From an optimization exercise on the open Yosys and OpenROAD flow, aimed at small area, a short achievable clock period and few clock cycles per item; shortcuts taken in it are not production practice. Function was checked by simulation only, so behaviour that the tests miss may differ from the original.

Setup of lane 1:
## simonTop
module simonTop
(
	input logic clk,
	input logic nR,
	input logic newData,
	input logic newKey,
	input logic readData,
	input logic [31:0] inData,
	input logic [7:0] infoIn,
	input logic [7:0] countIn,
	input logic [63:0] key,
	output logic [31:0] outData,
	output logic [7:0] infoOut,
	output logic [7:0] countOut,
	output logic doneData,
	output logic keyReady
);
Settings: LEC_CHECK=0, ABC_CLOCK_PERIOD_IN_PS=3000, CAP_MARGIN=20, CORE_MARGIN=2, CORE_UTILIZATION=50, PLACE_DENSITY=0.6, SETUP_SLACK_MARGIN=3.8, SLEW_MARGIN=20; clock period 7.0 ns.
standard.sh (not shown) runs the stock make flow with config.mk's settings and CLKGATE_MAP_FILE= SYNTH_SCRIPT=/design/flow/synth_recipe.tcl, a recipe that flattens the netlist after the stock synthesis.
==> flow/flow/run.sh <==
#!/bin/bash
# The standard layout, with plain buf_1 cells as the port buffers
export BUFFER_PORTS_ARGS="-buffer_cell sky130_fd_sc_hd__buf_1"
bash standard.sh > standard.log 2>&1
Testbench counts of lane 1, summed over its fixed seeds: cycles 3,584, items 384.
The following lists how lane 2 was set up differently from lane 1:
Settings: ABC_CLOCK_PERIOD_IN_PS no longer set, was 3000; PLACE_DENSITY now 0.75, was 0.6; CORE_UTILIZATION now 65, was 50; CTS_BUF_LIST now sky130_fd_sc_hd__clkbuf_4 sky130_fd_sc_hd__clkbuf_8, previously not set.
## What came out
Depth of the most critical reg-to-reg path ends up lower on lane 1. Compared with lane 1, in lane 2 non-clock buffer count moved down; share of the core filled with cells moved up.

========
Another version of the RTL of simonTop (not shown whole).
Size: ~1600 cells after synthesis, ~170 I/O pins, roughly 0.019 mm^2 of cells after synthesis.
export LEC_CHECK = 0
export CAP_MARGIN = 20
export CORE_MARGIN = 2
export CORE_UTILIZATION = 65
export CTS_BUF_LIST = sky130_fd_sc_hd__clkbuf_4 sky130_fd_sc_hd__clkbuf_8
export PLACE_DENSITY = 0.75
export SETUP_SLACK_MARGIN = 3.8
export SLEW_MARGIN = 20
export TNS_END_PERCENT = 50
create_clock -name core_clock -period 7.0 [get_ports {clk}]
Scripts as last shown in full above: flow/flow/run.sh
The starting point went through all stages and came out clean.
Testbench counts at the start, summed over its fixed seeds: cycles 3,584, items 384.
Rerun with:
Settings changed: ABC_CLOCK_PERIOD_IN_PS set to 2000, TNS_END_PERCENT 50 to not set.
=>
- final area goes down by 3.4%
- hold slack is worse by 17 ps
- setup slack improved by 97 ps
- wire length goes down by 8.7%
- global-route usage decreases by 2.2 points
- fmax increases by 3.0%
Rerun with:
Settings changed: ABC_CLOCK_PERIOD_IN_PS 2000 to not set, CORE_UTILIZATION 65 to 60, PLACE_DENSITY 0.75 to 0.7.
What happened: Final area is higher by 0.92%; maximum frequency rose by 0.53%; synthesized area does not change; wire length is higher by 0.65%; worst hold slack is better by 8.8 ps; clock skew is lower by 25 ps; global-route usage goes down by 2.5 points; die area goes up by 8.1%.
Rerun with:
Settings changed: CORE_UTILIZATION 60 to 65, PLACE_DENSITY 0.7 to 0.75, SETUP_SLACK_MARGIN 3.8 to 3.85.
Cell area goes up by about 1.5%.
Critical path depth is unchanged.
Flip-flop and latch count stays the same.
Wire length goes up by 1.8%.
Non-clock buffer count goes up by 33.
Count of clock-buffer cells in the layout goes down by 3.
Synthesized area does not change.
First-iteration DRC count goes up by 22%.
Rerun with:
Settings changed: SETUP_SLACK_MARGIN 3.85 to 3.7.
- The changed run produced a clean layout
- first-iteration DRC count goes down by 5.0%
- routed wire length goes down by 3.7%
- design area goes down by 3.8%
- critical path depth does not change
- utilization goes down by 3.0 points
- count of clock-buffer cells in the layout does not change
- worst setup slack is worse by 140 ps

========
simonTop again, from the RTL that the note above started with.
Settings: LEC_CHECK=0, CAP_MARGIN=20, CORE_MARGIN=2, CORE_UTILIZATION=65, CTS_BUF_LIST=sky130_fd_sc_hd__clkbuf_4 sky130_fd_sc_hd__clkbuf_8, PLACE_DENSITY=0.75, SETUP_SLACK_MARGIN=3.8, SLEW_MARGIN=20; clock period 7.0 ns.
Scripts as last shown in full above: flow/flow/run.sh
The first run completed without violations.
Testbench counts at the start, summed over its fixed seeds: cycles 3,584, items 384.
Change:
SETUP_SLACK_MARGIN = 3.9   (was 3.8)
=> Count of clock-buffer cells in the layout falls by 5. Via count rises by about 6%. Core utilization rises by 5.2 points. Setup slack loses 25 ps. Die area stays the same. Synthesized area does not change. Fmax falls by 0.78%. Routed wire length rises by about 8%. Final cell count rises by about 4.4%.
Change:
CORE_UTILIZATION = 70   (was 65)
PLACE_DENSITY = 0.8   (was 0.75)
Effect:
- The new run reached the layout checks and failed them: max-capacitance violations, max-slew violations
- maximum frequency came out lower by 31%
- register-to-register slack gets worse by 1400 ps
- setup slack loses 1400 ps
Change:
CORE_UTILIZATION = 65   (was 70)
PLACE_DENSITY = 0.75   (was 0.8)
SETUP_SLACK_MARGIN = 4.1   (was 3.9)
Outcome: With this change the flow finished clean; count of clock-buffer cells in the layout is lower by 9; worst setup slack is better by 1100 ps; fmax is higher by 31%; routed wire length is higher by about 6%; utilization is higher by 2.0 points; die area is higher by 7.5%; register-to-register slack is better by 1100 ps; design area is higher by 9.7%.
Change:
GPL_ROUTABILITY_DRIVEN = 0   (was not set)
SETUP_SLACK_MARGIN = 3.8   (was 4.1)
Outcome: Worst hold slack is about the same; final area shrinks by about a fifth; critical path depth is unchanged; setup slack improved by 320 ps; die area stays the same; count of clock-buffer cells in the layout grows by 1; via count shrinks by about a fifth.
Change:
CAP_MARGIN = 5   (was 20)
GPL_ROUTABILITY_DRIVEN = not set   (was 0)
SLEW_MARGIN = 5   (was 20)
After rerunning:
- The new run went through all stages and came out clean
- wire length rises by about 5%
- clock skew climbs by 28 ps
- final area hardly moves

-- what the ideal ports hide --
No port has a modelled driver above. Below, the same layouts with a new extraction and two added sets of constraints.
Step 1 (the two cells are an assumption about what drives the block):
set clk [get_ports {clk}]
set_driving_cell -lib_cell sky130_fd_sc_hd__clkbuf_16 $clk
set_driving_cell -lib_cell sky130_fd_sc_hd__buf_2 [delete_from_list [all_inputs] $clk]
Step 2 also shifts input and output timing later by t, the mid clock arrival at the registers, as if the neighbouring blocks saw the same clock.
Three values: ideal, step 1, step 2; two values: the first two.
run | shift t [ns] | slack for setup (ns) | worst hold slack (ns) | worst register clock-pin slew, ns
lane 1 | 0.607 | 3.775 / 3.775 / 3.312 | 0.416 / 0.416 / 0.416 | 0.07 / 0.07
lane 2 | 0.683 | 3.770 / 3.751 / 3.263 | 0.417 / 0.417 / 0.417 | 0.08 / 0.08
the first run of note 2 | 0.645 | 3.712 / 3.712 / 3.319 | 0.425 / 0.425 / 0.425 | 0.08 / 0.08
the second run of note 2 | 0.653 | 3.809 / 3.791 / 3.268 | 0.408 / 0.408 / 0.408 | 0.08 / 0.08
the third run of note 2 | 0.655 | 3.826 / 3.799 / 3.244 | 0.417 / 0.417 / 0.417 | 0.07 / 0.07
the fourth run of note 2 | 0.650 | 3.785 / 3.785 / 3.375 | 0.411 / 0.411 / 0.411 | 0.08 / 0.08
the fifth run of note 2 | 0.647 | 3.642 / 3.642 / 3.175 | 0.426 / 0.426 / 0.426 | 0.08 / 0.08
the first run of note 3 | 0.653 | 3.809 / 3.791 / 3.268 | 0.408 / 0.408 / 0.408 | 0.08 / 0.08
the second run of note 3 | 0.635 | 3.784 / 3.784 / 3.299 | 0.403 / 0.403 / 0.403 | 0.07 / 0.07
the third run of note 3 | 0.670 | 2.370 / 2.370 / 2.370 | 0.423 / 0.423 / 0.423 | 0.09 / 0.09
the fourth run of note 3 | 0.671 | 3.455 / 3.455 / 3.192 | 0.421 / 0.421 / 0.421 | 0.09 / 0.09
the fifth run of note 3 | 0.645 | 3.772 / 3.772 / 3.290 | 0.421 / 0.421 / 0.421 | 0.08 / 0.08
the sixth run of note 3 | 0.653 | 3.803 / 3.792 / 3.267 | 0.408 / 0.408 / 0.408 | 0.08 / 0.08
The setup slack of the third run of note 2, which loses most, moves by -0.027 ns with the drivers and by -0.582 ns with both steps.
